What follows belongs to an exercise in optimizing a design on an open flow for small area and few clock cycles per item; a production flow would make more cautious choices. Power is estimated from default activity; no workload was simulated.

run A:
// vector_mac_pipe
module vector_mac_pipe #(
    parameter int DATA_W = 16,
    parameter int FRAC   = 12,
    parameter int LEN    = 3
) (
    input  logic                  clk,
    input  logic                  rst,
    input  logic                  in_valid,
    output logic                  in_ready,
    input  logic [LEN*DATA_W-1:0] in_a,
    input  logic [LEN*DATA_W-1:0] in_b,
    input  logic                  in_first,
    input  logic                  in_last,
    output logic                  out_valid,
    input  logic                  out_ready,
    output logic [DATA_W-1:0]     out_data
);
    logic [15:0] acc, nxt, base;
    logic [15:0] hx, s1_hx;
    logic [14:0] hy, s1_hy;
    logic [2:0]  lc, s1_lc;    
    wire e0_0_one_n = ~(in_b[0] ^ 1'b0);
    wire e0_0_two_n = ~((in_b[1] & ~in_b[0] & ~1'b0) | (~in_b[1] & in_b[0] & 1'b0));
    wire e0_0_neg = in_b[1] & ~(in_b[0] & 1'b0);
    wire e0_0_xn0;
    vmac_xnor u_e0_0_xn0 (.a(in_a[0]), .b(e0_0_neg), .y(e0_0_xn0));
    wire e0_0_xn1;
    vmac_xnor u_e0_0_xn1 (.a(in_a[1]), .b(e0_0_neg), .y(e0_0_xn1));
    wire e0_0_xn2;
    vmac_xnor u_e0_0_xn2 (.a(in_a[2]), .b(e0_0_neg), .y(e0_0_xn2));
    wire e0_0_xn3;
    vmac_xnor u_e0_0_xn3 (.a(in_a[3]), .b(e0_0_neg), .y(e0_0_xn3));
    wire e0_0_xn4;
    vmac_xnor u_e0_0_xn4 (.a(in_a[4]), .b(e0_0_neg), .y(e0_0_xn4));
    wire e0_0_xn5;
    vmac_xnor u_e0_0_xn5 (.a(in_a[5]), .b(e0_0_neg), .y(e0_0_xn5));
    wire e0_0_xn6;
    vmac_xnor u_e0_0_xn6 (.a(in_a[6]), .b(e0_0_neg), .y(e0_0_xn6));
    wire e0_0_xn7;
    vmac_xnor u_e0_0_xn7 (.a(in_a[7]), .b(e0_0_neg), .y(e0_0_xn7));
    wire e0_0_xn8;
    vmac_xnor u_e0_0_xn8 (.a(in_a[8]), .b(e0_0_neg), .y(e0_0_xn8));
    wire e0_0_xn9;
    vmac_xnor u_e0_0_xn9 (.a(in_a[9]), .b(e0_0_neg), .y(e0_0_xn9));
    wire e0_0_xn10;
    vmac_xnor u_e0_0_xn10 (.a(in_a[10]), .b(e0_0_neg), .y(e0_0_xn10));
    wire e0_0_xn11;
    vmac_xnor u_e0_0_xn11 (.a(in_a[11]), .b(e0_0_neg), .y(e0_0_xn11));
  ...
clock: 7.0 ns
lec_check: 0
cap_margin: 20
core_margin: 2
core_utilization: 40
cts_buf_list: sky130_fd_sc_hd__clkbuf_4
slew_margin: 20
synth_hierarchical: 1
synth_minimum_keep_size: 0
standard.sh (not shown) runs the stock make flow with config.mk's settings and CLKGATE_MAP_FILE= SYNTH_SCRIPT=/design/flow/synth_recipe.tcl, a recipe that flattens the netlist after the stock synthesis.
==> flow/flow/run.sh <==
#!/bin/bash
# The standard layout, with the port buffers made of the smallest buffer
# cell instead of the one buffer_ports picks by default; repair_design still
# upsizes any that need it.
set -euo pipefail
export BUFFER_PORTS_ARGS="-buffer_cell sky130_fd_sc_hd__buf_1"
bash standard.sh > standard.log 2>&1
Run A completed every stage of the flow, and the final layout passed the timing, design-rule and antenna checks.
#### Input delta (run B over run A)
Settings: clearing CTS_BUF_LIST, which used to be sky130_fd_sc_hd__clkbuf_4; putting GPL_TIMING_DRIVEN at 0 where nothing was set.
==> comparison <==
- Run B completed end to end with timing, DRC and antenna clean.
- Run B — combinational share of power 1.1 points lower, run A as reference
- The estimated power of run B ends up higher than the estimate for run A.
- Number of antenna diodes: run B vs run A down 1
- Run B reports its highest signal layer in the routed design as met4 while run A reports met5.
- Run B vs run A, layout net count went down by 80.
Here is what was changed in the inputs of run C compared with run B.
Settings: a deleted GPL_TIMING_DRIVEN that had been 0.
==> summary.txt <==
- Comparing run B and run C, the higher proportion of cell area occupied by multi-input gates is on run B.
- In the reports for run B and run C, the larger minimum clock period belongs to run B.
- Compared with run B, run C shows count of clock-buffer cells in the layout higher by 2.
- Re clock buffer count from CTS: no difference whatsoever between run B and run C.
- Side by side, core utilization of the finished layout turned out higher in run C than in run B.
- Worst hold margin of run C is on par with run B.
- Looking only at register fraction of the total cell area, and setting everything else aside, the higher value of run B and run C goes to run B.
- Total power of run C is higher than that of run B.
- Compared with run B, in run C routed wire length +about 4.6%, minimum setup slack after placement increased 320 ps.
Input changes introduced in run D (baseline for comparison: run C):
Settings: CTS_BUF_LIST newly set to sky130_fd_sc_hd__clkbuf_8.
==> comparison <==
Run D completed end to end with timing, DRC and antenna clean.
From run C to run D the numbers moved as follows: met3 track utilization from global routing lost 0.31 points; detail-routed via count per cell neither gained nor lost much.
[compare] base=run C new=run D: non-clock buffer share of cell area comparable, post-route total power has decreased.
Function was not checked in any run of this note: the RTL went through the layout flow alone.

-- separate check: timing with driven ports --
Ports are ideal in the flow. The routed layouts listed here were re-timed in OpenROAD. Step 1: set_driving_cell puts a clkbuf_16 on clk and a buf_2 on each other input, an assumption about the parent block. Step 2, shift: input delay + t, output delay - t, t = (earliest + latest rising clock arrival at the registers) / 2. This alone moves slack from input paths to output paths. Three values: no drivers, after step 1, after step 2; two values: the first two.
run	shift t [ns]	setup WS [ns]	worst register clock-pin slew, ns	worst slew at a driven data input, ns
run A	0.460	0.864 / 0.882 / 0.422	0.12 / 0.12	0.08
run B	0.364	0.458 / 0.478 / 0.114	0.06 / 0.06	0.08
run C	0.368	0.798 / 0.814 / 0.446	0.06 / 0.06	0.09
run D	0.394	0.800 / 0.819 / 0.425	0.08 / 0.08	0.10
After both steps every run listed still meets setup and hold. The setup slack of run A, which loses most, moves by +0.018 ns with the drivers and by -0.442 ns with both steps.
